Context: an optimization exercise on an open-source flow, tuned for small area, a short achievable clock period and few clock cycles per item. The choices shown serve that exercise and are no tape-out recipe.
In this exercise RTL edits were held to simulation tests only and were not proved equivalent to the original.
Power and IR drop assume default switching activity.

==> flow/design.v, too long to show whole: its modules and the start of the top module <==
// module fc_stage0: 1572 lines
// module fc_stage1: 363 lines
// module fc_stage2: 10 lines
// module fc_engine: 38 lines
// module layer_datapath: 34 lines
// module layer_sequencer: 91 lines
// module layer_top: 50 lines
module layer_top (
  input  logic  clk,
  input  logic  reset,
  input  logic  s_valid,
  output logic  s_ready,
  input  layer_pkg::data_t data_in,
  output logic  m_valid,
  input  logic  m_ready,
  output layer_pkg::data_t data_out
);
  // ...
==> flow/flow/run.sh <==
#!/bin/bash
# The standard layout with two changes:
# - Yosys's synth runs without its quick ABC pass (-noabc), so the adder tree reaches
#   extract_fa as written and maps to full and half adder cells without inverters
#   between them. The rest of synthesis (including the final ABC mapping) is standard.
# - The port buffers are buf_2 cells instead of the delay cells buffer_ports picks.
# Every other step is the standard one. Each tool's output is in flow_make.log and in
# ORFS's own logs under orfs/logs.
set -euo pipefail
cd "$(dirname "$0")/.."
sed '1s/yosys synth -nofsm -noshare /yosys synth -nofsm -noshare -noabc /' synth_recipe.tcl > noabc_synth.tcl
grep -q -- '-noabc' noabc_synth.tcl
sed "s#SYNTH_SCRIPT=[^ ]*#SYNTH_SCRIPT=$PWD/noabc_synth.tcl 'BUFFER_PORTS_ARGS=-buffer_cell sky130_fd_sc_hd__buf_2'#" standard.sh > noabc_standard.sh
grep -q 'noabc_synth.tcl' noabc_standard.sh
bash noabc_standard.sh > flow_make.log 2>&1
test -f out/final.def
==> flow/standard.sh <==
#!/bin/bash
# synth_recipe.tcl (not shown) runs the flow's synth.tcl, then flattens the netlist and writes it again
# the make line also repeats each setting of config.mk as NAME=value (left out here)
make -C /OpenROAD-flow-scripts/flow DESIGN_CONFIG=/design/flow/config.mk WORK_HOME=/design/flow/orfs CLKGATE_MAP_FILE= SYNTH_SCRIPT=/design/flow/synth_recipe.tcl "${@:-finish}"
==> flow/config.mk <==
export PLATFORM = sky130hd
export DESIGN_NAME = layer_top
export DESIGN_NICKNAME = layer_top
export VERILOG_FILES = /design/flow/design.v
export SDC_FILE = /design/flow/constraint.sdc
export NUM_CORES = 4
export LEC_CHECK = 0
export CAP_MARGIN = 20
export CORE_MARGIN = 2
export CORE_UTILIZATION = 40
export CTS_CLUSTER_DIAMETER = 120
export CTS_CLUSTER_SIZE = 20
export PLACE_DENSITY = 0.6
export SETUP_SLACK_MARGIN = 5
export SLEW_MARGIN = 20
==> flow/constraint.sdc <==
create_clock -name core_clock -period 8.0 [get_ports {clk}]
set_input_delay 1.6000 -clock core_clock [delete_from_list [all_inputs] [get_ports {clk}]]
set_output_delay 1.6000 -clock core_clock [all_outputs]
set_load 0.01 [all_outputs]
==> run_results.csv, run 1 <==
group,metric,value,unit
layout,final_cells,3434,
critical_path,path_max_fanout,1,
placement,portBuffers,36,
critical_path,worst-path-buf-inv,0,
critical_path,cp.arrival,3.50,ns
grt,grt.busiest_layer,"met2",
routing,wl_met3,8.531,mm
layout,buffers,68,
timing,rsz0062_at_grt,"yes",
layout,diodes,1,
layout,area_dominant_class,"multi-input gates",
layout,drive_gt1_share,8.393,%
run_status,outcome,"finished clean",
min_path,min_from,"i_datapath.i_engine.r1_q[0]",
layout,area_delta_synth_final,6.891,%
grt,grt-ovfl-total,0,
synthesis,ys_types,49,
routing,dr.max_layer_used,"met4",
timing,setup_viol,0,
min_path,hold_depth,0,
pwr,comb_power_share,10.1,%
synthesis,synth_compound_area_share,10.87,%
synthesis,synthesis.nets,2849,
routing,wl_met2,48.41,mm
layout,post-route-cell-area,34260,um2
clocking,root_buffer,"clkbuf_16",
pwr,switching_share,24.31,%
clocking,cts_setup_buffers,3,
layout,seq_area_share,43.08,%
timing,relSlewSlack,32.20,%
layout,final_common_cell,"xnor2_1",
synthesis,syn-cell-area,32050,um2
Testbench counts, summed over its fixed seeds: cycles 3,160, vectors 192.
==> inputs of run 2 (changes only) <==
--- a/flow/config.mk
+++ b/flow/config.mk
@@ -5,6 +5,7 @@
 export SDC_FILE = /design/flow/constraint.sdc
 export NUM_CORES = 4
 export LEC_CHECK = 0
+export ABC_AREA = 1
 export CAP_MARGIN = 20
 export CORE_MARGIN = 2
 export CORE_UTILIZATION = 40
==> run_results.csv, run 2 <==
group,metric,value,unit
pwr,power.leakage,14.75,nW
synthesis,synth_flop_cell,"edfxtp_1",
layout,diodes,0,
timing,fin_setup_tns,0,ns
synthesis,synthMuxAreaShare,0,%
routing,first_pass_iters,6,
routing,drtIter0Drc,2530,
clocking,insertion_delay,0.58,ns
grt,grt_usage,24.64,%
routing,drt_wl_total,105.6,mm
critical_path,worstSetupPathType,"reg -> reg",
synthesis,synth-adder-area-share,21.37,%
floorplanning,die-area,84350,um2
timing,fin_crit_sh,37.37,%
grt,grt_max_degree,66,
critical_path,cp.arrival,3.43,ns
synthesis,synth_top_cell_by_area,"edfxtp_1",
critical_path,required,8.45,ns
clocking,root_buffer,"clkbuf_16",
layout,fillers,7670,
timing,period_needed,2.989,ns
synthesis,synth_compound_area_share,8.941,%
critical_path,path_delay_family,"adder cells",
placement,pre_cts_ws,4.063,ns
layout,final_cells,3947,
timing,finClkSkew,0.02901,ns
floorplanning,core-area,81720,um2
synthesis,yosys.area_share.simple,8.178,%
run,drv_cap,0,
synthesis,synth_most_common_cell,"xor2_1",
synthesis,synth-edff-count,300,
floorplanning,die_w,290.4,um
critical_path,start_kind,"flop",
synthesis,synth_xor_area_share,11.55,%
clocking,ctsHtreeMaxLevel,2,
synthesis,ys_ff_latch,584,
layout,post-route-cell-area,35510,um2
synthesis,synth_top_family_by_area,"adder cells",
floorplanning,row_count,105,
critical_path,slowest_stage,"dfxtp_1",
grt,grt-ovfl-total,0,
layout,largest_register_ffs,128,
grt,antenna_found_initial,2,
clocking,tritoncts,"done",
grt,first_global_vias,21496,
timing,setup_ws,5.011,ns
critical_path,path_common_cell,"fa_1",
run_status,outcome,"finished clean",
synthesis,syn_avg_cell_area,11.56,um2
synthesis,ys_types,50,
critical_path,crit_path_end_kind,"flop",
floorplanning,start_util,40.16,%
layout,drive_gt1_share,10.22,%
synthesis,synthArstFlopShare,0,%
clocking,cts.sinks,584,
critical_path,reg2reg_setup_slack,5.01,ns
synthesis,netlist_instances,2838,
timing,fmax,334.5,MHz
timing,relSlewSlack,31.66,%
clocking,ctsLongestPathBuffers,3,
critical_path,worst-path-buf-inv,0,
clocking,cts_buffers,35,
layout,largestRegisters,"i_datapath.x_cur: 128 flops, i_datapath.i_engine.r1_q: 121 flops, i_datapath.x_next: 112 flops",
grt,grt_pass1_wl,150.2,mm
synthesis,syn-cell-area,32820,um2
routing,antenna_left,0,
timing,worst_slew_pin_slew,1.024,ns
critical_path,path_max_fanout,12,
routing,drt-vias-per-instance,5.514,
layout,top_register,"i_datapath.x_cur",
critical_path,max_stage_delay,0.89,ns
placement,placed_area,33940,um2
routing,drc,0,
synthesis,ys_seq_area_share,44.78,%
synthesis,synth_common_cells,"378 x xor2_1, 350 x o22ai_1, 339 x fa_1",
routing,vias,21764,
layout,multi_input_area,16530,um2
min_path,hold_class,"reg -> reg",
layout,layout_common_cells,"371 x xor2_1, 350 x o22ai_1, 333 x nand2_1",
timing,hold_viol,0,
floorplanning,ios,38,
layout,regArea,14730,um2
placement,gp_congestion,0.9850,
timing,setup_viol,0,
routing,routedWlPerCell,26.75,um
clocking,clk_pin_slew,0.08,ns
pwr,vdd_ir_drop_max,0.2110,mV
placement,place_inst,3851,
layout,final_common_cell,"xor2_1",
pwr,power.density,195.0,nW/um2
synthesis,synthesis.nets,3215,
floorplanning,die_h,290.4,um
critical_path,path_cells,"xor2_1 -> fa_1 -> fa_1 -> fa_1",
layout,fin_nets,3228,
synthesis,yosysWarnings,4,
layout,area_delta_synth_final,8.197,%
timing,drv_slew,0,
timing,rsz0062_at_grt,"yes",
synthesis,ys_top_cells_by_area,"edfxtp_1 27%, fa_1 21%, dfxtp_1 17%",
placement,hpwlAfterDp,83.04,mm
placement,portBuffers,36,
synthesis,yosysTopAreaCellShare,27.45,%
## run 2: cell types whose count changed in the layout (fill, tap and decap cells not counted), sizes merged, moves of 20 or more
| cell | delta |
|---|---|
| inv | +277 |
| nand3 | +43 |
| xor2 | +354 |
| nand2 | +230 |
| o21ai | +53 |
| o22ai | +350 |
| clkinvlp | +20 |
| xnor2 | -402 |
| nor2 | +22 |
| a22oi | -375 |
## run 2: final cells by class
| class | instances | area share (%) |
|---|---|---|
| Clock buffer | 62 | 2.872 |
| Clock inverter | 1 | 0.04581 |
| Inverter | 315 | 3.619 |
| Multi-Input combinational cell | 1837 | 46.56 |
| Sequential cell | 584 | 41.49 |
| Tap cell | 1070 | 3.771 |
| Timing Repair Buffer | 75 | 1.600 |
| Timing Repair inverter | 3 | 0.04229 |
## run 2: per-layer routing
metal | up-vias | GRT usage [%] | part of all wire [%]
met1 | 10958 | 33.12 | 41
met3 | 221 | 5.506 | 9.2
met5 | - | 0 | 0
li1 | 9508 | - | -
met2 | 1077 | 38.81 | 45
met4 | 0 | 9.832 | 5.0
## run 2: cells by family (layout without fill, tap and decap cells)
family / Yosys count / count (layout)
adder cells (fa/ha/maj): 357 / 357
XOR/XNOR: 432 / 432
other: 1 / 1
buffers and inverters: 417 / 456
AND/OR/NAND/NOR: 585 / 585
AO/OA/AOI/OAI: 462 / 462
flip-flops: 584 / 584
## run 2: what timing repair did
| item | CTS | global route |
|---|---|---|
| gates cloned | 1 | 3 |
| endpoints found under the setup margin | 210 | 41 |
| buffers inserted | 11 | 18 |
| hold buffers | 0 | 0 |
| pin swaps | 1 | 7 |
| gates resized for setup | 25 | 55 |
## run 2: final timing paths
kind                                                    from                           end  depth (start not counted)
worst max-delay path            i_datapath.i_engine.bc_q[68]  i_datapath.i_engine.r1_q[30]                          4
worst min-delay path             i_datapath.i_engine.r1_q[0]   i_datapath.i_engine.r2_q[0]                          0
worst max register to register  i_datapath.i_engine.bc_q[68]  i_datapath.i_engine.r1_q[30]                          4
worst min register to register   i_datapath.i_engine.r1_q[0]   i_datapath.i_engine.r2_q[0]                          0
## run 2: power breakdown
group | leakage, nW | switching [mW] | internal (mW)
clock network | 0.493 | 0.992 | 0.877
logic | 9.08 | 0.892 | 0.549
registers | 5.18 | 0.109 | 3.50
## run 2: metrics by stage
| step | power [mW] | utilization [%] | hold WS (ns) |
|---|---|---|---|
| global route | 7.295 | 43.45 | 0.3516 |
| detailed placement | 5.155 | 41.53 | 0.3136 |
| floorplan | 4.777 | - | 0.3096 |
| CTS | 7.010 | 43.02 | 0.3341 |
| finish | 6.924 | 43.45 | 0.3333 |
| global placement | 5.105 | 41.53 | 0.3131 |
## run 2: worst reg2reg max path, delay by kind of cell (launching register included)
kind | cells | cell delay [ns]
XOR/XNOR | 1 | 0.24
adder cells (fa/ha/maj) | 3 | 1.74
flip-flops | 1 | 0.89
==> inputs of run 3 (changes only) <==
--- a/flow/config.mk
+++ b/flow/config.mk
@@ -5,12 +5,11 @@
 export SDC_FILE = /design/flow/constraint.sdc
 export NUM_CORES = 4
 export LEC_CHECK = 0
-export ABC_AREA = 1
 export CAP_MARGIN = 20
 export CORE_MARGIN = 2
 export CORE_UTILIZATION = 40
 export CTS_CLUSTER_DIAMETER = 120
 export CTS_CLUSTER_SIZE = 20
-export PLACE_DENSITY = 0.6
+export PLACE_DENSITY = 0.75
 export SETUP_SLACK_MARGIN = 5
 export SLEW_MARGIN = 20
==> run_results.csv, run 3 <==
group,metric,value,unit
routing,wl_met2,42.90,mm
grt,grt_usage,23.09,%
synthesis,syn_avg_cell_area,12.96,um2
synthesis,ys_ff_latch,584,
critical_path,start_kind,"flop",
floorplanning,row_count,103,
routing,drtIter0Drc,2748,
synthesis,synth_flop_cell,"edfxtp_1",
timing,drv_slew,0,
synthesis,netlist_instances,2472,
grt,grt-ovfl-total,0,
timing,relSlewSlack,19.36,%
synthesis,synth-edff-count,300,
clocking,cts.sinks,584,
clocking,ctsHtreeMaxLevel,2,
timing,rsz0062_at_grt,"yes",
timing,fmax,336.2,MHz
floorplanning,ios,38,
critical_path,worstSetupPathType,"reg -> reg",
pwr,comb_power_share,11.1,%
layout,top_register,"i_datapath.x_cur",
pwr,switching_power,1.452,mW
layout,fin_nets,2728,
layout,largestRegisters,"i_datapath.x_cur: 128 flops, i_datapath.i_engine.r1_q: 121 flops, i_datapath.x_next: 112 flops",
pwr,seq_power_share,57.2,%
routing,antenna_left,0,
synthesis,syn-cell-area,32050,um2
clocking,root_buffer,"clkbuf_16",
pwr,vdd_ir_drop_max,0.1160,mV
layout,final_common_cell,"xnor2_1",
synthesis,ys_seq_area_share,45.85,%
timing,worst_slew_pin_slew,1.176,ns
routing,first_pass_iters,6,
synthesis,synth_common_cells,"456 x xnor2_1, 375 x a22oi_1, 339 x fa_1",
grt,antenna_found_initial,0,
clocking,cts_buffers,35,
pwr,switching_share,24.45,%
timing,hold_viol,0,
pwr,power.density,173.9,nW/um2
placement,gp_congestion,0.9808,
run_status,outcome,"finished clean",
timing,fin_crit_sh,37.18,%
timing,period_needed,2.975,ns
timing,fin_setup_tns,0,ns
timing,hold_slack,0.3487,ns
critical_path,crit_path_end_kind,"flop",
floorplanning,die-area,82400,um2
synthesis,synth_top_cell_by_area,"edfxtp_1",
floorplanning,core-area,79130,um2
synthesis,ys_top_cells_by_area,"edfxtp_1 28%, fa_1 21%, dfxtp_1 18%",
run,drv_cap,0,
placement,hpwlAfterDp,72.31,mm
timing,finClkSkew,0.03232,ns
min_path,hold_class,"reg -> reg",
grt,grt_pass1_wl,138.9,mm
clocking,tritoncts,"done",
grt,first_global_vias,20244,
timing,setup_ws,5.025,ns
layout,area_delta_synth_final,6.539,%
synthesis,ys_types,49,
clocking,ctsLongestPathBuffers,3,
critical_path,path_max_fanout,16,
layout,drive_gt1_share,7.446,%
routing,dr.max_layer_used,"met4",
layout,largest_register_ffs,128,
clocking,clk_pin_slew,0.09,ns
pwr,power.leakage,12.07,nW
floorplanning,die_w,287.1,um
routing,routedWlPerCell,27.86,um
synthesis,yosysWarnings,4,
grt,grt_max_degree,122,
synthesis,synthesis.nets,2849,
synthesis,synth_most_common_cell,"xnor2_1",
synthesis,synthArstFlopShare,0,%
placement,pre_cts_ws,3.644,ns
floorplanning,start_util,40.50,%
layout,final_cells,3428,
pwr,internal_power,4.487,mW
floorplanning,die_h,287.1,um
routing,drt_wl_total,95.49,mm
synthesis,yosysTopAreaCellShare,28.11,%
placement,place_inst,3356,
clocking,insertion_delay,0.61,ns
timing,setup_viol,0,
critical_path,required,8.46,ns
routing,wl_met3,9.508,mm
critical_path,cp.arrival,3.44,ns
routing,drt-vias-per-instance,5.877,
placement,portBuffers,36,
pwr,power_frac_clock,31.7,%
routing,wl_met1,36.74,mm
clocking,cts_hold_buffers,0,
routing,drc,0,
layout,layout_common_cells,"454 x xnor2_1, 375 x a22oi_1, 335 x fa_1",
routing,vias,20147,
-- run 3: changes by cell type after synthesis, moves of 41 or more --
cell      before  now
xnor2_1       53  456
a22oi_1        0  375
xor2_1       378   22
o22ai_1      350    0
inv_1        269   11
nand2_1      335  113
clkbuf_1      47  167
nand3_1       77   36
-- run 3: what timing repair did --
action	CTS	global route
resized for setup	33	26
pin swaps	4	7
hold endpoints to repair	0	0
setup buffers	3	1
gates cloned	2	1
setup endpoints to repair	160	134
-- run 3: critical path: stages (launching register included) --
cell and delay (ns):
dfxtp_1 0.98, xnor2_1 0.24, fa_1 0.53, fa_1 0.62, fa_1 0.46
-- run 3: per-layer routing --
layer | vias to the layer above | global-route usage (%)
met1 | 10213 | 30.39
met5 | - | 0
li1 | 8380 | -
met2 | 1291 | 35.42
met4 | 0 | 13.41
met3 | 263 | 4.778
-- run 3: power groups by stage --
stage | clock network (mW) | logic (mW) | registers, mW
after floorplan | 0 | 0.364 | 3.46
after global routing | 2.02 | 0.725 | 3.40
after CTS | 1.92 | 0.654 | 3.40
after global placement | 0 | 0.531 | 3.46
after detailed placement | 0 | 0.550 | 3.46
final | 1.89 | 0.659 | 3.39
-- run 3: final timing paths --
path / slack [ns] / start / endpoint / cells past startpoint
worst max-delay path: 5.03 / i_datapath.i_engine.bc_q[38] / i_datapath.i_engine.r1_q[50] / 4
worst min-delay path: 0.35 / i_datapath.i_engine.r1_q[0] / i_datapath.i_engine.r2_q[0] / 0
worst max register to register: 5.03 / i_datapath.i_engine.bc_q[38] / i_datapath.i_engine.r1_q[50] / 4
worst min register to register: 0.35 / i_datapath.i_engine.r1_q[0] / i_datapath.i_engine.r2_q[0] / 0
-- run 3: stage by stage --
step                      power (mW)  area, um2  util, %
after floorplan                3.819      32110        -
after global placement         3.991      32870    41.54
after detailed placement       4.014      32870    41.54
after CTS                      5.969      34070    43.06
after global routing           6.153      34140    43.15
final                          5.939      34140    43.15
-- run 3: kinds of logic (layout without fill, tap and decap cells) --
group,count (synthesis),count (layout),share of synthesized area [%]
AO/OA/AOI/OAI,469,469,10.87
XOR/XNOR,479,480,13.15
adder cells (fa/ha/maj),357,357,21.88
buffers and inverters,233,135,2.799
flip-flops,584,584,45.85
multiplexers,23,23,0.7496
other,1,2,0.01170
AND/OR/NAND/NOR,326,328,4.693
-- run 3: final cells by class --
class                           count  area (um2)
Timing Repair Buffer               60       401.6
Clock inverter                      3       41.29
Antenna cell                        1       2.502
Multi-Input combinational cell   1658       16560
Inverter                           12       71.32
Fill cell                        7252       44980
Sequential cell                   584       14750
Tap cell                         1050        1314
Clock buffer                       60        1001
==> inputs of run 4 (changes only) <==
--- a/flow/config.mk
+++ b/flow/config.mk
@@ -7,9 +7,9 @@
 export LEC_CHECK = 0
 export CAP_MARGIN = 20
 export CORE_MARGIN = 2
-export CORE_UTILIZATION = 40
+export CORE_UTILIZATION = 55
 export CTS_CLUSTER_DIAMETER = 120
 export CTS_CLUSTER_SIZE = 20
-export PLACE_DENSITY = 0.75
+export PLACE_DENSITY = 0.7
 export SETUP_SLACK_MARGIN = 5
 export SLEW_MARGIN = 20
==> run_results.csv, run 4 <==
group,metric,value,unit
run_status,outcome,"finished clean",
synthesis,yosysTopAreaCellShare,28.11,%
min_path,min_from,"i_datapath.i_engine.r1_q[0]",
pwr,power_frac_clock,31.3,%
synthesis,synth_flop_cell,"edfxtp_1",
critical_path,path_cells,"fa_1 -> fa_2 -> fa_2 -> fa_2 -> xor2_2 -> xnor2_1 -> xnor2_1 -> xnor2_2 -> xnor2_2",
critical_path,start_kind,"flop",
floorplanning,ios,38,
layout,post-route-cell-area,33800,um2
synthesis,ys_ff_latch,584,
floorplanning,start_util,55.55,%
critical_path,crit-reg2reg-launch,"i_datapath.i_engine.r1_q[83]",
clocking,ctsLongestPathBuffers,3,
routing,antenna_left,0,
timing,finClkSkew,0.05638,ns
timing,setup_ws,4.937,ns
clocking,ctsHtreeMaxLevel,2,
timing,fin_setup_tns,0,ns
placement,pre_cts_ws,3.606,ns
routing,drc,0,
timing,setup_viol,0,
timing,fin_crit_sh,38.29,%
timing,rsz0062_at_grt,"yes",
routing,drtIter0Drc,2571,
synthesis,netlist_instances,2472,
critical_path,path_common_cell,"fa_2",
routing,drt-vias-per-instance,6.422,
pwr,switching_power,1.460,mW
placement,hpwlAfterDp,76.84,mm
layout,fin_nets,2732,
synthesis,synth_most_common_cell,"xnor2_1",
layout,largestRegisters,"i_datapath.x_cur: 128 flops, i_datapath.i_engine.r1_q: 121 flops, i_datapath.x_next: 112 flops",
timing,drv_slew,0,
routing,vias,20210,
routing,routedWlPerCell,32.54,um
floorplanning,die_h,245.4,um
placement,gp_congestion,0.9679,
grt,grt_usage,34.38,%
timing,relSlewSlack,26.23,%
timing,fmax,326.4,MHz
routing,first_pass_iters,8,
synthesis,syn-cell-area,32050,um2
clocking,cts_hold_buffers,0,
critical_path,crit_path_end_kind,"flop",
layout,largest_register_ffs,128,
placement,portBuffers,36,
floorplanning,row_count,88,
timing,period_needed,3.063,ns
clocking,insertion_delay,0.61,ns
timing,hold_viol,0,
grt,grt-ovfl-total,0,
synthesis,synth_common_cells,"456 x xnor2_1, 375 x a22oi_1, 339 x fa_1",
critical_path,path_max_fanout,1,
floorplanning,die_w,245.4,um
layout,regArea,14760,um2
pwr,comb_power_share,11.2,%
routing,drt_wl_total,102.4,mm
grt,grt_pass1_wl,145.3,mm
synthesis,synthArstFlopShare,0,%
critical_path,cp.arrival,3.52,ns
pwr,switching_share,24.76,%
synthesis,synth-edff-count,300,
critical_path,slowest_stage,"fa_1",
layout,top_register,"i_datapath.x_cur",
timing,worst_slew_pin_slew,1.105,ns
clocking,tritoncts,"done",
pwr,seq_power_share,57.5,%
synthesis,syn_avg_cell_area,12.96,um2
synthesis,synth_top_cell_by_area,"edfxtp_1",
critical_path,worstSetupPathType,"reg -> reg",
run,drv_cap,0,
synthesis,ys_types,49,
floorplanning,core-area,57700,um2
clocking,cts.sinks,584,
pwr,power.leakage,12.07,nW
grt,antenna_found_initial,1,
grt,grt_max_degree,122,
critical_path,crit_path_start,"i_datapath.i_engine.r1_q[83]",
clocking,root_buffer,"clkbuf_16",
layout,area_delta_synth_final,5.454,%
layout,drive_gt1_share,7.896,%
critical_path,worst-path-buf-inv,0,
synthesis,ys_top_cells_by_area,"edfxtp_1 28%, fa_1 21%, dfxtp_1 18%",
critical_path,max_stage_delay,0.51,ns
clocking,clk_pin_slew,0.08,ns
layout,final_common_cell,"xnor2_1",
critical_path,required,8.46,ns
layout,fillers,4625,
pwr,vdd_ir_drop_max,0.2983,mV
layout,layout_common_cells,"452 x xnor2_1, 375 x a22oi_1, 332 x fa_1",
floorplanning,die-area,60220,um2
placement,placed_area,32550,um2
synthesis,ys_seq_area_share,45.85,%
clocking,cts_buffers,35,
min_path,hold_class,"reg -> reg",
synthesis,yosysWarnings,4,
grt,first_global_vias,20309,
pwr,internal_power,4.436,mW
synthesis,synthesis.nets,2849,
pwr,p_total,5.896,mW
layout,multi_input_area,16560,um2
critical_path,path_delay_family,"adder cells",
pwr,power.density,174.5,nW/um2
## run 4: final cells by class
cell class	count	area share, %
Clock buffer	60	2.869
Inverter	12	0.2110
Clock inverter	3	0.1444
Timing Repair Buffer	65	1.251
Tap cell	765	2.832
Multi-Input combinational cell	1657	49.01
Sequential cell	584	43.67
Antenna cell	1	0.007404
## run 4: worst paths after layout
path,to,slack (ns),cells past startpoint
worst max-delay path,i_datapath.i_engine.r2_q[24],4.94,9
worst min-delay path,i_datapath.i_engine.r2_q[0],0.33,0
worst max register to register,i_datapath.i_engine.r2_q[24],4.94,9
worst min register to register,i_datapath.i_engine.r2_q[0],0.33,0
## run 4: timing repair
action	CTS	global route
gates cloned	1	1
endpoints found under the setup margin	213	148
pin swaps	12	7
gates resized for setup	50	22
hold endpoints to repair	0	0
setup buffers	2	3
## run 4: metal layers
| layer | wire (um) | part of all wire (%) | track usage, % |
|---|---|---|---|
| met5 | 10 | 0.0098 | 0 |
| met4 | 6780 | 6.6 | 19.02 |
| met3 | 9238 | 9.0 | 6.624 |
| met2 | 47720 | 47 | 55.53 |
| met1 | 38650 | 38 | 43.88 |
## run 4: logic make-up after synthesis
logic type | share of synthesized area (%)
buf+inv | 2.799
xor+xnor | 13.15
flops | 45.85
fa+ha+maj | 21.88
simple gates | 4.693
other cells | 0.01170
mux | 0.7496
compound gates | 10.87
## run 4: metrics by stage
stage	instances	hold WS, ns	util, %
6_report	3147	0.3319	58.58
5_1_grt	3146	0.3355	58.57
4_1_cts	3142	0.3359	58.44
3_5_place_dp	3076	0.3143	56.42
3_3_place_gp	3076	0.3138	56.42
2_1_floorplan	2472	0.3096	-
## run 4: power groups by stage
stage / Sequential, mW / Clock [mW] / Combinational, mW
after floorplan: 3.46 / 0 / 0.364
after global placement: 3.46 / 0 / 0.561
after detailed placement: 3.46 / 0 / 0.586
after CTS: 3.39 / 1.88 / 0.647
after global routing: 3.40 / 1.99 / 0.713
final: 3.39 / 1.84 / 0.661
==> inputs of run 5 (changes only) <==
==> flow/flow/run.sh (replaced) <==
#!/bin/bash
# The standard layout with two changes:
# - Yosys's synth runs without its quick ABC pass (-noabc), so the adder tree reaches
#   extract_fa as written and maps to full and half adder cells without inverters
#   between them. The rest of synthesis (including the final ABC mapping) is standard.
# - The port buffers are buf_2 cells instead of the delay cells buffer_ports picks.
# - Timing repair aims for a setup slack of 5.15 ns; the clock and its constraints are unchanged.
# Every other step is the standard one. Each tool's output is in flow_make.log and in
# ORFS's own logs under orfs/logs.
set -euo pipefail
cd "$(dirname "$0")/.."
sed '1s/yosys synth -nofsm -noshare /yosys synth -nofsm -noshare -noabc /' synth_recipe.tcl > noabc_synth.tcl
grep -q -- '-noabc' noabc_synth.tcl
sed "s#SYNTH_SCRIPT=[^ ]*#SYNTH_SCRIPT=$PWD/noabc_synth.tcl 'BUFFER_PORTS_ARGS=-buffer_cell sky130_fd_sc_hd__buf_2' SETUP_SLACK_MARGIN=5.15#" standard.sh > noabc_standard.sh
grep -q 'noabc_synth.tcl' noabc_standard.sh
bash noabc_standard.sh > flow_make.log 2>&1
test -f out/final.def
--- a/flow/config.mk
+++ b/flow/config.mk
@@ -7,9 +7,9 @@
 export LEC_CHECK = 0
 export CAP_MARGIN = 20
 export CORE_MARGIN = 2
-export CORE_UTILIZATION = 55
+export CORE_UTILIZATION = 40
+export CTS_BUF_LIST = sky130_fd_sc_hd__clkbuf_8 sky130_fd_sc_hd__clkbuf_16
 export CTS_CLUSTER_DIAMETER = 120
 export CTS_CLUSTER_SIZE = 20
-export PLACE_DENSITY = 0.7
-export SETUP_SLACK_MARGIN = 5
+export PLACE_DENSITY = 0.6
 export SLEW_MARGIN = 20
==> run_results.csv, run 5 <==
group,metric,value,unit
synthesis,synth_top_cell_by_area,"edfxtp_1",
routing,drt-vias-per-instance,5.749,
layout,top_register,"i_datapath.x_cur",
layout,drive_gt1_share,14.74,%
floorplanning,start_util,40.50,%
critical_path,crit_path_start,"i_datapath.x_cur[121]",
layout,layout_common_cells,"447 x xnor2_1, 356 x a22oi_1, 300 x edfxtp_1",
synthesis,syn_avg_cell_area,12.96,um2
critical_path,reg2reg_setup_slack,5.14,ns
synthesis,synth_common_cells,"456 x xnor2_1, 375 x a22oi_1, 339 x fa_1",
timing,finClkSkew,0.03787,ns
clocking,insertion_delay,0.60,ns
clocking,cts.sinks,584,
grt,first_global_vias,20275,
timing,fin_crit_sh,35.79,%
synthesis,ys_ff_latch,584,
synthesis,synthMuxAreaShare,0.7496,%
routing,routedWlPerCell,29.97,um
clocking,tritoncts,"done",
timing,drv_slew,0,
synthesis,netlist_instances,2472,
layout,final_cells,3493,
critical_path,reg2reg_depth,9,
timing,rsz0062_at_grt,"yes",
layout,largest_register_ffs,128,
routing,drc,0,
timing,relSlewSlack,24.52,%
grt,grt_max_degree,122,
synthesis,synth-adder-area-share,21.88,%
synthesis,ys_types,49,
timing,hold_viol,0,
timing,setup_viol,0,
critical_path,required,8.48,ns
layout,post-route-cell-area,35290,um2
grt,grt-ovfl-total,0,
routing,first_pass_iters,7,
synthesis,syn-cell-area,32050,um2
critical_path,timing.rr.end,"i_datapath.i_engine.r1_q[111]",
floorplanning,die_w,287.1,um
grt,antenna_found_initial,2,
layout,largestRegisters,"i_datapath.x_cur: 128 flops, i_datapath.i_engine.r1_q: 121 flops, i_datapath.x_next: 112 flops",
min_path,hold_class,"reg -> reg",
timing,worst_slew_pin_slew,1.101,ns
clocking,cts_buffers,36,
run_status,outcome,"finished clean",
routing,drtIter0Drc,2119,
placement,hpwlAfterDp,82.81,mm
min_path,min_from,"i_datapath.i_engine.r1_q[0]",
floorplanning,row_count,103,
min_path,whs_endpoint,"i_datapath.i_engine.r2_q[0]",
synthesis,ys_seq_area_share,45.85,%
synthesis,synthesis.nets,2849,
layout,area_delta_synth_final,10.11,%
clocking,root_buffer,"clkbuf_16",
critical_path,path_max_fanout,7,
placement,placed_area,32890,um2
min_path,hold_depth,0,
floorplanning,die-area,82400,um2
clocking,ctsHtreeMaxLevel,2,
pwr,vdd_ir_drop_max,0.1384,mV
timing,fin_setup_tns,0,ns
placement,gp_congestion,0.9725,
placement,portBuffers,36,
synthesis,yosysTopAreaCellShare,28.11,%
critical_path,crit-reg2reg-launch,"i_datapath.x_cur[121]",
timing,period_needed,2.864,ns
synthesis,synth_top_family_by_area,"adder cells",
synthesis,synth-edff-count,300,
critical_path,crit_path_end_kind,"flop",
synthesis,synth_flop_cell,"edfxtp_1",
floorplanning,die_h,287.1,um
synthesis,ys_top_cells_by_area,"edfxtp_1 28%, fa_1 21%, dfxtp_1 18%",
synthesis,synth_xor_area_share,13.15,%
layout,diodes,0,
placement,place_inst,3359,
pwr,power.leakage,12.58,nW
routing,drt_wl_total,104.7,mm
synthesis,synthArstFlopShare,0,%
pwr,power.density,173.0,nW/um2
grt,grt_usage,25.41,%
layout,fin_nets,2794,
routing,antenna_left,0,
synthesis,synth_compound_area_share,10.87,%
grt,grt_pass1_wl,148.9,mm
critical_path,cp.arrival,3.34,ns
synthesis,synth_most_common_cell,"xnor2_1",
synthesis,yosys.area_share.simple,4.693,%
critical_path,start_kind,"flop",
layout,final_common_cell,"xnor2_1",
clocking,ctsLongestPathBuffers,3,
floorplanning,ios,38,
routing,vias,20082,
synthesis,yosysWarnings,4,
floorplanning,core-area,79130,um2
run,drv_cap,0,
clocking,clk_pin_slew,0.09,ns
critical_path,worstSetupPathType,"reg -> reg",
timing,fmax,349.2,MHz
run 5: cell counts after synthesis:
Identical to the previous run, type by type.
run 5: worst max-delay path: stages (launching register included):
cell and delay [ns]:
edfxtp_1 0.61, a22oi_1 0.30, xnor2_1 0.16, ha_2 0.30, xnor2_1 0.11, xnor2_1 0.18
xnor2_2 0.42, xnor2_1 0.16, xnor2_1 0.18, xnor2_2 0.31
run 5: area by class of cell:
type / count / area, um2
fill: 7145 / 43840
inverter: 12 / 71.32
sequential: 584 / 14810
multi-input combinational: 1659 / 16930
timing repair buffer: 124 / 1085
clock inverter: 27 / 156.4
tap: 1050 / 1314
clock buffer: 37 / 925.9
run 5: cells by family (layout without fill, tap and decap cells):
logic type | Yosys count | count (layout)
flip-flops | 584 | 584
XOR/XNOR | 479 | 481
AO/OA/AOI/OAI | 469 | 469
adder cells (fa/ha/maj) | 357 | 357
AND/OR/NAND/NOR | 326 | 328
buffers and inverters | 233 | 200
multiplexers | 23 | 23
other | 1 | 1
run 5: where the power goes:
group          total (mW)  internal [mW]  switching [mW]
clock                1.89          0.861            1.03
sequential           3.39           3.34          0.0541
combinational       0.826          0.391           0.435
run 5: worst max path at each step:
| stage | to | slack [ns] |
|---|---|---|
| floorplan | i_datapath.x_cur[0] | 4.54 |
| detailed placement | i_datapath.x_cur[115] | 3.83 |
| finish | i_datapath.i_engine.r1_q[111] | 5.14 |
| global route | i_datapath.i_engine.r2_q[24] | 5.05 |
| global placement | i_datapath.x_cur[98] | 3.86 |
| CTS | i_datapath.i_engine.r2_q[24] | 5.14 |
run 5: per-stage QoR:
stage                     power, mW  utilization [%]  setup WS [ns]  hold WS, ns
after global routing          6.349            44.60          5.045       0.3573
after CTS                     6.047            43.67          5.137       0.3468
after detailed placement      4.005            41.57          3.826       0.3321
after global placement        3.987            41.57          3.859       0.3133
after floorplan               3.819                -          4.537       0.3096
final                         6.104            44.60          5.136       0.3517
run 5: metal layers:
| metal | global-route usage, % | vias up | share of wire, % |
|---|---|---|---|
| met4 | 10.04 | 2 | 4.6 |
| met5 | 0 | - | 0.012 |
| met3 | 3.119 | 156 | 7.7 |
| li1 | - | 8524 | - |
| met2 | 39.90 | 975 | 46 |
| met1 | 35.96 | 10425 | 42 |
run 5: what timing repair did:
| item | in CTS | in global routing |
|---|---|---|
| buffers inserted | 25 | 40 |
| resized for setup | 103 | 90 |
| gates cloned | 3 | 1 |
| endpoints found under the setup margin | 246 | 131 |
| pin swaps | 18 | 48 |
| hold buffers | 0 | 0 |
==> inputs of run 6 (changes only) <==
--- a/flow/config.mk
+++ b/flow/config.mk
@@ -8,7 +8,6 @@
 export CAP_MARGIN = 20
 export CORE_MARGIN = 2
 export CORE_UTILIZATION = 40
-export CTS_BUF_LIST = sky130_fd_sc_hd__clkbuf_8 sky130_fd_sc_hd__clkbuf_16
 export CTS_CLUSTER_DIAMETER = 120
 export CTS_CLUSTER_SIZE = 20
 export PLACE_DENSITY = 0.6
==> run_results.csv, run 6 <==
group,metric,value,unit
run_status,outcome,"finished clean",
grt,grt_use_met1,35.96,%
critical_path,reg2reg_depth,9,
synthesis,ys_top_cells_by_area,"edfxtp_1 28%, fa_1 21%, dfxtp_1 18%",
grt,grt_pass1_wl,148.9,mm
routing,drt-vias-per-instance,5.756,
grt,grt-ovfl-total,0,
grt,antenna_found_initial,2,
timing,rsz0062_at_grt,"yes",
synthesis,ys_types,49,
clocking,insertion_delay,0.60,ns
grt,grt_max_degree,122,
placement,gp_congestion,0.9725,
critical_path,critical_path_depth,9,
pwr,power.density,173.7,nW/um2
min_path,hold_class,"reg -> reg",
floorplanning,die_w,287.1,um
timing,period_needed,2.847,ns
synthesis,netlist_instances,2472,
critical_path,timing.rr.end,"i_datapath.i_engine.r2_q[24]",
floorplanning,core-area,79130,um2
synthesis,synth-edff-count,300,
layout,drive_gt1_share,14.74,%
pwr,vdd_ir_drop_max,0.1377,mV
critical_path,crit_path_end_kind,"flop",
min_path,min_from,"i_datapath.i_engine.r1_q[0]",
synthesis,synth_top_cell_by_area,"edfxtp_1",
critical_path,reg2reg_setup_slack,5.15,ns
timing,relSlewSlack,24.70,%
floorplanning,die_h,287.1,um
synthesis,yosysWarnings,4,
floorplanning,die-area,82400,um2
timing,finClkSkew,0.03922,ns
clocking,ctsHtreeMaxLevel,2,
synthesis,synthesis.nets,2849,
synthesis,syn_avg_cell_area,12.96,um2
layout,final_common_cell,"xnor2_1",
routing,drt_wl_total,104.7,mm
floorplanning,row_count,103,
critical_path,slowest_stage,"fa_1",
routing,first_pass_iters,7,
pwr,power.leakage,12.50,nW
placement,hpwlAfterDp,82.81,mm
timing,fmax,351.2,MHz
clocking,cts_buffers,36,
timing,drv_slew,0,
layout,fillers,7146,
critical_path,crit_path_start,"i_datapath.i_engine.r1_q[85]",
min_path,hold_depth,0,
grt,grt_usage,25.41,%
critical_path,start_kind,"flop",
routing,routedWlPerCell,29.97,um
critical_path,path_common_cell,"xnor2_1",
critical_path,max_stage_delay,0.51,ns
critical_path,worstSetupPathType,"reg -> reg",
layout,layout_common_cells,"447 x xnor2_1, 356 x a22oi_1, 300 x edfxtp_1",
critical_path,path_cells,"fa_1 -> fa_2 -> fa_2 -> fa_2 -> xor2_1 -> xnor2_1 -> xnor2_1 -> xnor2_1 -> xnor2_1",
grt,met2_usage,39.90,%
grt,first_global_vias,20268,
clocking,cts.sinks,584,
routing,drtIter0Drc,2097,
layout,fin_util,44.60,%
synthesis,yosysTopAreaCellShare,28.11,%
timing,fin_setup_tns,0,ns
run,drv_cap,0,
timing,worst_slew_pin_slew,1.098,ns
routing,vias,20112,
layout,largestRegisters,"i_datapath.x_cur: 128 flops, i_datapath.i_engine.r1_q: 121 flops, i_datapath.x_next: 112 flops",
min_path,whs_endpoint,"i_datapath.i_engine.r2_q[0]",
layout,area_delta_synth_final,10.12,%
floorplanning,start_util,40.50,%
synthesis,ys_ff_latch,584,
clocking,tritoncts,"done",
layout,regArea,14810,um2
layout,multi_input_area,16930,um2
critical_path,worst-path-buf-inv,0,
critical_path,required,8.50,ns
synthesis,ys_seq_area_share,45.85,%
timing,fin_crit_sh,35.59,%
synthesis,synthArstFlopShare,0,%
timing,setup_viol,0,
placement,portBuffers,36,
synthesis,synth_flop_cell,"edfxtp_1",
grt,use_met3,3.119,%
layout,largest_register_ffs,128,
layout,top_register,"i_datapath.x_cur",
timing,hold_slack,0.3502,ns
critical_path,cp.arrival,3.35,ns
synthesis,synth_most_common_cell,"xnor2_1",
layout,fin_nets,2794,
critical_path,path_delay_family,"adder cells",
routing,drc,0,
clocking,ctsLongestPathBuffers,3,
clocking,root_buffer,"clkbuf_16",
routing,antenna_left,0,
critical_path,path_max_fanout,1,
clocking,clk_pin_slew,0.09,ns
floorplanning,ios,38,
synthesis,synth_common_cells,"456 x xnor2_1, 375 x a22oi_1, 339 x fa_1",
grt,grt.busiest_layer,"met2",
timing,hold_viol,0,
synthesis,syn-cell-area,32050,um2
critical_path,crit-reg2reg-launch,"i_datapath.i_engine.r1_q[85]",
-- run 6: worst register-to-register path, cell delays in order (launching register included) --
cell and delay (ns):
dfxtp_1 0.32, fa_1 0.51, fa_2 0.38, fa_2 0.38
fa_2 0.37, xor2_1 0.16, xnor2_1 0.19, xnor2_1 0.15
xnor2_1 0.18, xnor2_1 0.15
-- run 6: power breakdown --
part / internal (mW) / leakage (nW) / total [mW] / switching, mW
Combinational: 0.392 / 6.79 / 0.827 / 0.436
Sequential: 3.34 / 5.19 / 3.39 / 0.0543
Clock: 0.885 / 0.523 / 1.91 / 1.03
Total: 4.61 / 12.5 / 6.13 / 1.52
-- run 6: logic make-up (layout without fill, tap and decap cells) --
| kind of cell | after synthesis | count (layout) | synth area share (%) |
|---|---|---|---|
| DFF | 584 | 584 | 45.85 |
| muxes | 23 | 23 | 0.7496 |
| and+or+nand+nor | 326 | 328 | 4.693 |
| xor gates and xnor gates | 479 | 481 | 13.15 |
| AOI/OAI and AO/OA | 469 | 469 | 10.87 |
| other | 1 | 2 | 0.01170 |
| buffers and inverters | 233 | 200 | 2.799 |
| adders and majority gates | 357 | 357 | 21.88 |
-- run 6: cell type report --
| class | count | area share, % |
|---|---|---|
| clock inverters | 8 | 0.2411 |
| diodes | 1 | 0.007091 |
| clock buffers | 56 | 2.826 |
| repair buffers | 124 | 3.074 |
| multi-input cells | 1659 | 47.97 |
| flip-flops and latches | 584 | 41.96 |
| well taps | 1050 | 3.723 |
| inverters | 12 | 0.2021 |
-- run 6: worst max-delay path by stage --
stage,end
floorplan,i_datapath.x_cur[0]
global placement,i_datapath.x_cur[98]
detailed placement,i_datapath.x_cur[115]
CTS,i_datapath.i_engine.r2_q[24]
global route,i_datapath.i_engine.r2_q[24]
finish,i_datapath.i_engine.r2_q[24]
-- run 6: what timing repair did --
item,4_1_cts,5_1_grt
pin swaps,18,48
gates resized for setup,103,90
endpoints found under the setup margin,246,131
setup buffers,25,40
hold buffers,0,0
gates cloned,3,1
-- run 6: routing by layer --
metal	part of all wire (%)	wire length, um
met5	0.012	13
met4	4.7	4950
met1	42	43980
met3	7.7	8039
met2	46	47730
-- run 6: metrics by stage --
stage          std cells  setup WS, ns  cell area, um2  total power [mW]
2_1_floorplan       2472         4.537           32110             3.819
3_3_place_gp        3359         3.859           32890             3.987
3_5_place_dp        3359         3.826           32890             4.005
4_1_cts             3451         5.137           34550             6.070
5_1_grt             3493         5.045           35290             6.372
6_report            3494         5.153           35290             6.129
==> inputs of run 7 (changes only) <==
--- a/flow/flow/run.sh
+++ b/flow/flow/run.sh
@@ -1,5 +1,5 @@
 #!/bin/bash
-# The standard layout with two changes:
+# The standard layout with three changes:
 # - Yosys's synth runs without its quick ABC pass (-noabc), so the adder tree reaches
 #   extract_fa as written and maps to full and half adder cells without inverters
 #   between them. The rest of synthesis (including the final ABC mapping) is standard.
==> run_results.csv, run 7 <==
group,metric,value,unit
layout,layout_common_cells,"447 x xnor2_1, 356 x a22oi_1, 300 x edfxtp_1",
pwr,vdd_ir_drop_max,0.1377,mV
critical_path,required,8.50,ns
critical_path,worst-path-buf-inv,0,
synthesis,netlist_instances,2472,
floorplanning,core-area,79130,um2
clocking,ctsHtreeMaxLevel,2,
routing,drc,0,
floorplanning,ios,38,
layout,area_delta_synth_final,10.12,%
critical_path,reg2reg_depth,9,
placement,placed_area,32890,um2
floorplanning,die_w,287.1,um
layout,post-route-cell-area,35290,um2
synthesis,syn_avg_cell_area,12.96,um2
routing,routedWlPerCell,29.97,um
routing,drtIter0Drc,2097,
timing,worst_slew_pin_slew,1.098,ns
floorplanning,row_count,103,
synthesis,yosysTopAreaCellShare,28.11,%
floorplanning,start_util,40.50,%
min_path,whs_endpoint,"i_datapath.i_engine.r2_q[0]",
synthesis,synth_flop_cell,"edfxtp_1",
layout,final_common_cell,"xnor2_1",
synthesis,synth_most_common_cell,"xnor2_1",
placement,hpwlAfterDp,82.81,mm
grt,grt_max_degree,122,
run_status,outcome,"finished clean",
grt,grt_pass1_wl,148.9,mm
layout,largest_register_ffs,128,
routing,drt-vias-per-instance,5.756,
critical_path,path_cells,"fa_1 -> fa_2 -> fa_2 -> fa_2 -> xor2_1 -> xnor2_1 -> xnor2_1 -> xnor2_1 -> xnor2_1",
timing,fmax,351.2,MHz
timing,finClkSkew,0.03922,ns
timing,setup_viol,0,
placement,portBuffers,36,
critical_path,timing.rr.end,"i_datapath.i_engine.r2_q[24]",
synthesis,synthesis.nets,2849,
clocking,clk_pin_slew,0.09,ns
critical_path,reg2reg_setup_slack,5.15,ns
clocking,insertion_delay,0.60,ns
critical_path,worstSetupPathType,"reg -> reg",
timing,fin_setup_tns,0,ns
clocking,cts_hold_buffers,0,
layout,top_register,"i_datapath.x_cur",
clocking,root_buffer,"clkbuf_16",
critical_path,cp.arrival,3.35,ns
timing,rsz0062_at_grt,"yes",
critical_path,path_common_cell,"xnor2_1",
run,drv_cap,0,
routing,antenna_left,0,
placement,pre_cts_ws,3.826,ns
pwr,power.density,173.7,nW/um2
pwr,p_total,6.129,mW
synthesis,ys_top_cells_by_area,"edfxtp_1 28%, fa_1 21%, dfxtp_1 18%",
synthesis,synth-edff-count,300,
layout,final_cells,3494,
routing,drt_wl_total,104.7,mm
synthesis,yosysWarnings,4,
placement,gp_congestion,0.9725,
grt,grt_usage,25.41,%
layout,drive_gt1_share,14.74,%
synthesis,ys_ff_latch,584,
timing,fin_crit_sh,35.59,%
layout,fin_util,44.60,%
critical_path,max_stage_delay,0.51,ns
synthesis,synth_common_cells,"456 x xnor2_1, 375 x a22oi_1, 339 x fa_1",
clocking,cts.sinks,584,
clocking,tritoncts,"done",
grt,antenna_found_initial,2,
floorplanning,die-area,82400,um2
clocking,cts_buffers,36,
layout,fin_nets,2794,
timing,setup_ws,5.153,ns
critical_path,critical_path_depth,9,
synthesis,ys_types,49,
critical_path,crit_path_end_kind,"flop",
layout,largestRegisters,"i_datapath.x_cur: 128 flops, i_datapath.i_engine.r1_q: 121 flops, i_datapath.x_next: 112 flops",
pwr,power.leakage,12.50,nW
critical_path,start_kind,"flop",
critical_path,slowest_stage,"fa_1",
grt,first_global_vias,20268,
floorplanning,die_h,287.1,um
grt,grt-ovfl-total,0,
synthesis,synth_top_cell_by_area,"edfxtp_1",
synthesis,ys_seq_area_share,45.85,%
routing,first_pass_iters,7,
timing,drv_slew,0,
timing,hold_viol,0,
layout,fillers,7146,
min_path,hold_class,"reg -> reg",
synthesis,syn-cell-area,32050,um2
min_path,min_from,"i_datapath.i_engine.r1_q[0]",
synthesis,synthArstFlopShare,0,%
critical_path,path_delay_family,"adder cells",
timing,hold_slack,0.3502,ns
min_path,hold_depth,0,
placement,place_inst,3359,
critical_path,crit-reg2reg-launch,"i_datapath.i_engine.r1_q[85]",
routing,vias,20112,
timing,relSlewSlack,24.70,%
clocking,ctsLongestPathBuffers,3,
timing,period_needed,2.847,ns
critical_path,path_max_fanout,1,
-- run 7: logic make-up after synthesis --
group | count (synthesis) | synth area share, %
DFF | 584 | 45.85
buffers and inverters | 233 | 2.799
xor gates and xnor gates | 479 | 13.15
AOI/OAI and AO/OA | 469 | 10.87
and+or+nand+nor | 326 | 4.693
muxes | 23 | 0.7496
adders and majority gates | 357 | 21.88
other | 1 | 0.01170
-- run 7: worst reg2reg max path, stage by stage, from the launching register on --
cell and delay (ns):
dfxtp_1 0.32, fa_1 0.51, fa_2 0.38, fa_2 0.38
fa_2 0.37, xor2_1 0.16, xnor2_1 0.19, xnor2_1 0.15
xnor2_1 0.18, xnor2_1 0.15
-- run 7: cell type report --
cell class / count / area, um2 / area share [%]
multi-input cells: 1659 / 16930 / 47.97
flip-flops and latches: 584 / 14810 / 41.96
well taps: 1050 / 1314 / 3.723
repair buffers: 124 / 1085 / 3.074
clock buffers: 56 / 997.2 / 2.826
clock inverters: 8 / 85.08 / 0.2411
inverters: 12 / 71.32 / 0.2021
diodes: 1 / 2.502 / 0.007091
-- run 7: where the power goes --
group	total, mW	internal, mW	switching, mW
sequential	3.39	3.34	0.0543
clock	1.91	0.885	1.03
combinational	0.827	0.392	0.436
total	6.13	4.61	1.52
-- run 7: timing repair --
| action | 4_1_cts | 5_1_grt |
|---|---|---|
| buffers inserted | 25 | 40 |
| setup endpoints to repair | 246 | 131 |
| gates cloned | 3 | 1 |
| resized for setup | 103 | 90 |
| pin swaps | 18 | 48 |
-- run 7: layer usage --
metal	share of wire (%)	track usage, %	vias to the layer above	routed length, um
met5	0.012	0	-	13
met1	42	35.96	10457	43980
met4	4.7	10.04	2	4950
met3	7.7	3.119	163	8039
li1	-	-	8523	-
met2	46	39.90	967	47730
-- run 7: worst max path at each step --
stage,startpoint,end,slack (ns)
2_1_floorplan,s_valid,i_datapath.x_cur[0],4.54
3_3_place_gp,s_valid,i_datapath.x_cur[98],3.86
3_5_place_dp,s_valid,i_datapath.x_cur[115],3.83
4_1_cts,i_datapath.i_engine.r1_q[83],i_datapath.i_engine.r2_q[24],5.14
5_1_grt,i_datapath.i_engine.r1_q[85],i_datapath.i_engine.r2_q[24],5.05
6_report,i_datapath.i_engine.r1_q[85],i_datapath.i_engine.r2_q[24],5.15
==> inputs of run 8 (changes only) <==
--- a/flow/flow/run.sh
+++ b/flow/flow/run.sh
@@ -1,5 +1,5 @@
 #!/bin/bash
-# The standard layout with three changes:
+# The standard layout with two changes:
 # - Yosys's synth runs without its quick ABC pass (-noabc), so the adder tree reaches
 #   extract_fa as written and maps to full and half adder cells without inverters
 #   between them. The rest of synthesis (including the final ABC mapping) is standard.
--- a/flow/config.mk
+++ b/flow/config.mk
@@ -8,7 +8,7 @@
 export CAP_MARGIN = 20
 export CORE_MARGIN = 2
 export CORE_UTILIZATION = 40
-export CTS_CLUSTER_DIAMETER = 120
-export CTS_CLUSTER_SIZE = 20
+export CTS_CLUSTER_DIAMETER = 100
+export CTS_CLUSTER_SIZE = 26
 export PLACE_DENSITY = 0.6
 export SLEW_MARGIN = 20
==> run_results.csv, run 8 <==
group,metric,value,unit
floorplanning,die_h,287.1,um
critical_path,reg2reg_depth,9,
timing,worst_slew_pin_slew,1.068,ns
critical_path,cp.arrival,3.39,ns
grt,grt_pass1_wl,148.8,mm
clocking,ctsLongestPathBuffers,3,
timing,fin_setup_tns,0,ns
placement,hpwlAfterDp,82.81,mm
clocking,cts.sinks,584,
routing,drt-vias-per-instance,5.771,
grt,grt_max_degree,122,
placement,portBuffers,36,
routing,antenna_left,0,
floorplanning,ios,38,
synthesis,netlist_instances,2472,
timing,finClkSkew,0.02802,ns
clocking,root_buffer,"clkbuf_16",
grt,grt-ovfl-total,0,
synthesis,ys_ff_latch,584,
layout,final_common_cell,"xnor2_1",
layout,drive_gt1_share,14.20,%
grt,first_global_vias,20267,
synthesis,syn-cell-area,32050,um2
layout,layout_common_cells,"449 x xnor2_1, 359 x a22oi_1, 303 x fa_1",
floorplanning,die-area,82400,um2
layout,regArea,14810,um2
timing,fmax,349.2,MHz
floorplanning,row_count,103,
run,drv_cap,0,
timing,relSlewSlack,26.76,%
critical_path,start_kind,"flop",
timing,hold_slack,0.3602,ns
layout,largestRegisters,"i_datapath.x_cur: 128 flops, i_datapath.i_engine.r1_q: 121 flops, i_datapath.x_next: 112 flops",
pwr,vdd_ir_drop_max,0.1409,mV
pwr,power.leakage,12.49,nW
layout,top_register,"i_datapath.x_cur",
synthesis,syn_avg_cell_area,12.96,um2
floorplanning,die_w,287.1,um
timing,rsz0062_at_grt,"yes",
synthesis,ys_seq_area_share,45.85,%
critical_path,required,8.53,ns
timing,fin_crit_sh,35.79,%
synthesis,synth_flop_cell,"edfxtp_1",
clocking,insertion_delay,0.60,ns
timing,hold_viol,0,
synthesis,synth-edff-count,300,
critical_path,path_max_fanout,1,
floorplanning,core-area,79130,um2
synthesis,synthesis.nets,2849,
synthesis,yosysTopAreaCellShare,28.11,%
synthesis,synth_top_cell_by_area,"edfxtp_1",
grt,antenna_found_initial,4,
placement,gp_congestion,0.9725,
critical_path,crit_path_end_kind,"flop",
timing,drv_slew,0,
synthesis,yosysWarnings,4,
layout,area_delta_synth_final,9.975,%
run_status,outcome,"finished clean",
synthesis,ys_top_cells_by_area,"edfxtp_1 28%, fa_1 21%, dfxtp_1 18%",
floorplanning,start_util,40.50,%
layout,fillers,7147,
clocking,ctsHtreeMaxLevel,2,
pwr,power.density,175.0,nW/um2
min_path,hold_depth,0,
grt,grt_usage,25.45,%
clocking,cts_buffers,34,
routing,routedWlPerCell,30.02,um
clocking,tritoncts,"done",
min_path,hold_class,"reg -> reg",
timing,period_needed,2.864,ns
critical_path,worstSetupPathType,"reg -> reg",
layout,multi_input_area,16860,um2
routing,drt_wl_total,104.5,mm
critical_path,reg2reg_setup_slack,5.14,ns
routing,drtIter0Drc,2136,
routing,vias,20090,
timing,setup_viol,0,
clocking,clk_pin_slew,0.10,ns
synthesis,synthArstFlopShare,0,%
layout,fin_nets,2786,
synthesis,synth_common_cells,"456 x xnor2_1, 375 x a22oi_1, 339 x fa_1",
clocking,cts_hold_buffers,0,
synthesis,synth_most_common_cell,"xnor2_1",
routing,first_pass_iters,8,
layout,largest_register_ffs,128,
routing,drc,0,
synthesis,ys_types,49,
## run 8: worst max-delay path: stages (launching register included)
cell and delay [ns]:
dfxtp_1 0.33, fa_1 0.51, fa_2 0.38, fa_2 0.38, fa_2 0.37, xor2_1 0.16, xnor2_1 0.19, xnor2_1 0.15
xnor2_1 0.18, xnor2_1 0.15
## run 8: stage by stage
stage          setup WS (ns)  std cells  cell area (um2)  utilization, %  total power [mW]
2_1_floorplan          4.537       2472            32110               -             3.819
3_3_place_gp           3.859       3359            32890           41.57             3.987
3_5_place_dp           3.826       3359            32890           41.57             4.005
4_1_cts                5.128       3444            34620           43.75             6.149
5_1_grt                5.024       3480            35240           44.54             6.408
6_report               5.136       3481            35250           44.54             6.168
## run 8: worst paths after layout
kind	from	to
min reg2reg	i_datapath.i_engine.r1_q[0]	i_datapath.i_engine.r2_q[0]
max	i_datapath.i_engine.r1_q[85]	i_datapath.i_engine.r2_q[24]
min	i_datapath.i_engine.r1_q[0]	i_datapath.i_engine.r2_q[0]
max reg2reg	i_datapath.i_engine.r1_q[85]	i_datapath.i_engine.r2_q[24]
## run 8: area by class of cell
type                            count  area share, %
Antenna cell                        2        0.01420
Clock buffer                       40          2.538
Clock inverter                     16         0.7455
Inverter                           12         0.2023
Multi-Input combinational cell   1659          47.85
Sequential cell                   584          42.03
Tap cell                         1050          3.727
Timing Repair Buffer              118          2.893
## run 8: what timing repair did
action | 4_1_cts | 5_1_grt
setup buffers | 26 | 33
cloned | 3 | 1
pin swaps | 17 | 26
resized for setup | 98 | 79
setup endpoints to repair | 247 | 121
## run 8: logic make-up (layout without fill, tap and decap cells)
logic type	Yosys count	count (layout)	synth area share [%]
AOI/OAI and AO/OA	469	469	10.87
xor gates and xnor gates	479	481	13.15
adders and majority gates	357	357	21.88
buffers and inverters	233	186	2.799
DFF	584	584	45.85
muxes	23	23	0.7496
other	1	3	0.01170
and+or+nand+nor	326	328	4.693
## run 8: layer usage
metal | global-route usage, % | share of wire (%) | vias up
met5 | 0 | 0.029 | -
met2 | 39.57 | 45 | 937
met4 | 10.64 | 4.9 | 4
met3 | 3.889 | 7.9 | 166
li1 | - | - | 8511
met1 | 35.63 | 42 | 10472
## run 8: power breakdown
part | switching, mW | total, mW | internal, mW
combinational | 0.426 | 0.784 | 0.357
clock | 1.10 | 1.99 | 0.894
sequential | 0.0540 | 3.39 | 3.34
total | 1.58 | 6.17 | 4.59

-- afterwards: timing with drivers on the ports --
In the flow no input, the clock included, has a driving cell. The finished layouts below were timed again as built, in two steps. Step 1: set_driving_cell puts a clkbuf_16 on clk and a buf_2 on each other input, an assumption about the parent block. Step 2 also shifts input and output timing later by t, the mid clock arrival at the registers, as if the neighbouring blocks saw the same clock. Three values: ideal ports, drivers, drivers and shift; two values: the first two.
| run | shift t [ns] | setup WS [ns] | worst register clock-pin slew, ns |
|---|---|---|---|
| run 1 | 0.652 | 5.017 / 5.017 / 4.629 | 0.10 / 0.10 |
| run 2 | 0.639 | 5.011 / 5.011 / 4.713 | 0.09 / 0.09 |
| run 3 | 0.654 | 5.025 / 5.025 / 4.585 | 0.11 / 0.11 |
| run 4 | 0.653 | 4.937 / 4.937 / 4.541 | 0.11 / 0.11 |
| run 5 | 0.651 | 5.136 / 5.136 / 4.784 | 0.09 / 0.09 |
| run 6 | 0.651 | 5.153 / 5.153 / 4.783 | 0.10 / 0.10 |
| run 7 | 0.651 | 5.153 / 5.153 / 4.783 | 0.10 / 0.10 |
| run 8 | 0.654 | 5.136 / 5.136 / 4.781 | 0.11 / 0.11 |
After both steps setup and hold are still met in every run listed. The setup slack of run 3, which loses most, moves by 0.000 ns with the drivers and by -0.440 ns with both steps.
